Source: an optimization exercise on an open RTL-to-GDS flow (aim: small area, a short achievable clock period and few clock cycles per item). Production flows keep margins and buffers that such runs may drop.
Function was checked by simulation only, so behaviour that the tests miss may differ from the original.
Power figures rest on the tool's default switching activity, not on a simulated workload.

## wtm32
module wtm32 (
  input  wire logic        clk,
  input  wire logic        arst_n,
  input  wire logic        in_valid,
  input  wire logic [31:0] in_a,
  input  wire logic [31:0] in_b,
  output logic             in_ready,
  output logic             out_valid,
  output logic [63:0]      out_product,
  input  wire logic        credit_ret
);
  logic [2:0] credits, credits_nx;
  logic       ready;
  logic       accept;
  logic       v1, v2;
  assign in_ready = ready;
  assign accept   = in_valid & ready;
  always_comb begin
    case ({accept, credit_ret})
      2'b10:   credits_nx = credits - 3'd1;
      2'b01:   credits_nx = credits + 3'd1;
      default: credits_nx = credits;
    endcase
  end
  always_ff @(posedge clk or negedge arst_n) begin
    if (!arst_n) begin
      credits   <= 3'd4;
      ready     <= 1'b1;
      v1        <= 1'b0;
      v2        <= 1'b0;
      out_valid <= 1'b0;
    end else begin
      credits   <= credits_nx;
      ready     <= (credits_nx != 3'd0);
      v1        <= accept;
      v2        <= v1;
      out_valid <= v2;
    end
  end
  logic [31:0] a_q;
  logic [16:0] bd_one, bd_two, bd_neg, bq_one, bq_two, bq_neg, bq_pos;
  logic [34:0] bx;
  assign bx = {2'b0, in_b, 1'b0};
  for (genvar i = 0; i < 17; i++) begin : g_benc
    assign bd_one[i] = bx[2*i+1] ^ bx[2*i];
    assign bd_two[i] = (bx[2*i+2] & ~bx[2*i+1] & ~bx[2*i]) | (~bx[2*i+2] & bx[2*i+1] & bx[2*i]);
    assign bd_neg[i] = bx[2*i+2];
  end
  assign bq_pos = ~bq_neg;
  logic [170:0] cs_q, cs_d;
  logic [63:0] row_x, row_y, sum;
  logic pp1;
  logic pp3;
  logic pp5;
  logic pp7;
  logic pp9;
  logic pp11;
  logic pp13;
  logic pp15;
  logic pp17;
  logic pp19;
  logic pp21;
  logic pp23;
  logic pp25;
  logic pp27;
  logic pp29;
  logic pp31;
  logic pp33;
  logic pp35;
  logic pp37;
  logic pp39;
  logic pp41;
  logic pp43;
  logic pp45;
  logic pp47;
  logic pp49;
  logic pp51;
  logic pp53;
  logic pp55;
  logic pp57;
  logic pp59;
  logic pp61;
  logic pp63;
  logic pp65;
  logic pp67;
  logic pp69;
  ...
For scale: about 2,600 cells after synthesis, roughly 29,000 µm² of cells after synthesis.
export LEC_CHECK = 0
export CAP_MARGIN = 20
export CORE_MARGIN = 2
export CORE_UTILIZATION = 68
export CTS_CLUSTER_DIAMETER = 60
export CTS_CLUSTER_SIZE = 30
export SETUP_SLACK_MARGIN = 4.5
export SLEW_MARGIN = 20
export SYNTH_HIERARCHICAL = 1
create_clock -name core_clock -period 8.0 [get_ports {clk}]
standard.sh (not shown) runs the stock make flow with config.mk's settings and CLKGATE_MAP_FILE= SYNTH_SCRIPT=/design/flow/synth_recipe.tcl, a recipe that flattens the netlist after the stock synthesis.
==> flow/flow/run.sh <==
#!/bin/bash
# Own flow: the standard synthesis, then every combinational cell that
# synthesis sized above drive 1 is set back to drive 1 (hierarchical
# synthesis sizes each leaf module alone, without its real load), then
# the standard layout from floorplan to finish.  Timing repair in the
# layout steps upsizes again where a path needs it.  Every port still gets
# its own buffer, but a buf_1 rather than the default clkdlybuf4s50_1.
set -euo pipefail
bash standard.sh synth > synth_std.log 2>&1
R=orfs/results/${FLOW_PLATFORM}/wtm32/base
python3 flow/downsize.py "$R/1_2_yosys.v" > downsize.log 2>&1
rm -f "$R/1_synth.odb" "$R/1_synth.sdc"
export BUFFER_PORTS_ARGS="-buffer_cell sky130_fd_sc_hd__buf_1"
bash standard.sh > layout_std.log 2>&1
==> flow/flow/downsize.py <==
#!/usr/bin/env python3
"""Set combinational cells of a sky130hd netlist to drive strength 1.
Flip-flops, latches, buffers, clock cells and tie cells are left alone."""
import re, sys
path = sys.argv[1]
src = open(path).read()
KEEP = ('df', 'dl', 'sdf', 'edf', 'buf', 'clk', 'conb', 'tap', 'fill', 'decap', 'diode', 'dly', 'ha_', 'fa_')
import os
lib = os.path.join(os.environ.get('FLOW_HOME', '/OpenROAD-flow-scripts/flow'),
                   'platforms/sky130hd/lib/sky130_fd_sc_hd__tt_025C_1v80.lib')
cells = set(re.findall(r'cell \("sky130_fd_sc_hd__(\w+)"\)', open(lib).read()))
count = {}
def repl(m):
    base, size = m.group(1), m.group(2)
    name = base + '_' + size
    if size in ('0', '1') or name.startswith(KEEP) or (base + '_1') not in cells:
        return m.group(0)
    count[name] = count.get(name, 0) + 1
    return 'sky130_fd_sc_hd__' + base + '_1 '
out = re.sub(r'\bsky130_fd_sc_hd__([a-z0-9]+(?:_[a-z0-9]+)*?)_(\d+)\s', repl, src)
open(path, 'w').write(out)
for k, v in sorted(count.items()):
    print(k, '->', k.rsplit('_', 1)[0] + '_1', v)
Testbench counts at the start, summed over its fixed seeds: cycles 3,224, items 3,200.
Rerun with:
Settings changed: CORE_UTILIZATION 68 to 55, CTS_CLUSTER_DIAMETER 60 to not set, CTS_CLUSTER_SIZE 30 to not set.
Effect: Synthesized area is unchanged. Routed wire length rises by 2.6%. Clock power rises by about 17%. Core utilization falls by 14 points. First-iteration DRC count falls by about 20%. Clock-buffer cell count rises by 15. Sequential share of layout area is about the same. Combinational power is about the same. Cell count rises by 4.3%.
Rerun with:
Settings changed: CORE_UTILIZATION 55 to 68, CTS_CLUSTER_DIAMETER set to 80, CTS_CLUSTER_SIZE set to 35.
Outcome: Final area goes down by about 2%. Register-to-register slack gets worse by 0.04 ns. Synthesized cell count does not change. First-iteration DRC count increases by about 37%. Global-route usage rises by 6.5 points. Area after synthesis is unchanged. Sequential power fell by about 1%.
Rerun with:
Settings changed: CORE_UTILIZATION 68 to 55, SETUP_SLACK_MARGIN 4.5 to 4.6, TNS_END_PERCENT set to 0.
The new run passed the timing, DRC and antenna checks; fmax decreases slightly; total power increases slightly; via count decreases by a few percent; sequential share of layout area decreases by 0.14 points; worst setup slack got worse by 0.031 ns; routed wire length increases by a few percent.
Rerun with:
Settings changed: CORE_UTILIZATION 55 to 40, SETUP_SLACK_MARGIN 4.6 to 4.5, TNS_END_PERCENT 0 to not set.
=> The new run completed with no timing, DRC or antenna violations. Core utilization fell by 16 points. Power rose by about 2.3%. Worst setup slack is better by 0.047 ns. Global-route usage fell by 10 points. Worst hold slack is worse by 0.0097 ns. Non-clock buffer count rose by 14. Die area rose by 37%.

[what the ideal ports hide]
The results above use ideal ports. As a check the final layouts listed here were re-extracted and re-timed, cells and wires unchanged.
Step 1 (the two cells are an assumption about what drives the block):
set clk [get_ports {clk}]
set_driving_cell -lib_cell sky130_fd_sc_hd__clkbuf_16 $clk
set_driving_cell -lib_cell sky130_fd_sc_hd__buf_2 [delete_from_list [all_inputs] $clk]
Step 2, shift: input delay + t, output delay - t, t = (earliest + latest rising clock arrival at the registers) / 2. This alone moves slack from input paths to output paths.
a / b / c = no drivers / after step 1 / after step 2; a / b = the first two.
run	shift t [ns]	setup slack, ns	hold slack, ns	worst setup path at the end	worst register clock-pin slew, ns
the first run	0.659	4.446 / 4.446 / 4.446	0.364 / 0.364 / 0.364	register to register	0.09 / 0.09
the second run	0.619	4.494 / 4.494 / 4.494	0.360 / 0.360 / 0.360	register to register	0.07 / 0.07
the third run	0.640	4.457 / 4.457 / 4.457	0.369 / 0.369 / 0.369	register to register	0.12 / 0.12
the fourth run	0.661	4.426 / 4.426 / 4.426	0.367 / 0.367 / 0.367	register to register	0.11 / 0.11
the fifth run	0.671	4.473 / 4.473 / 4.473	0.357 / 0.357 / 0.357	register to register	0.10 / 0.10
After both steps every run listed still meets setup and hold.
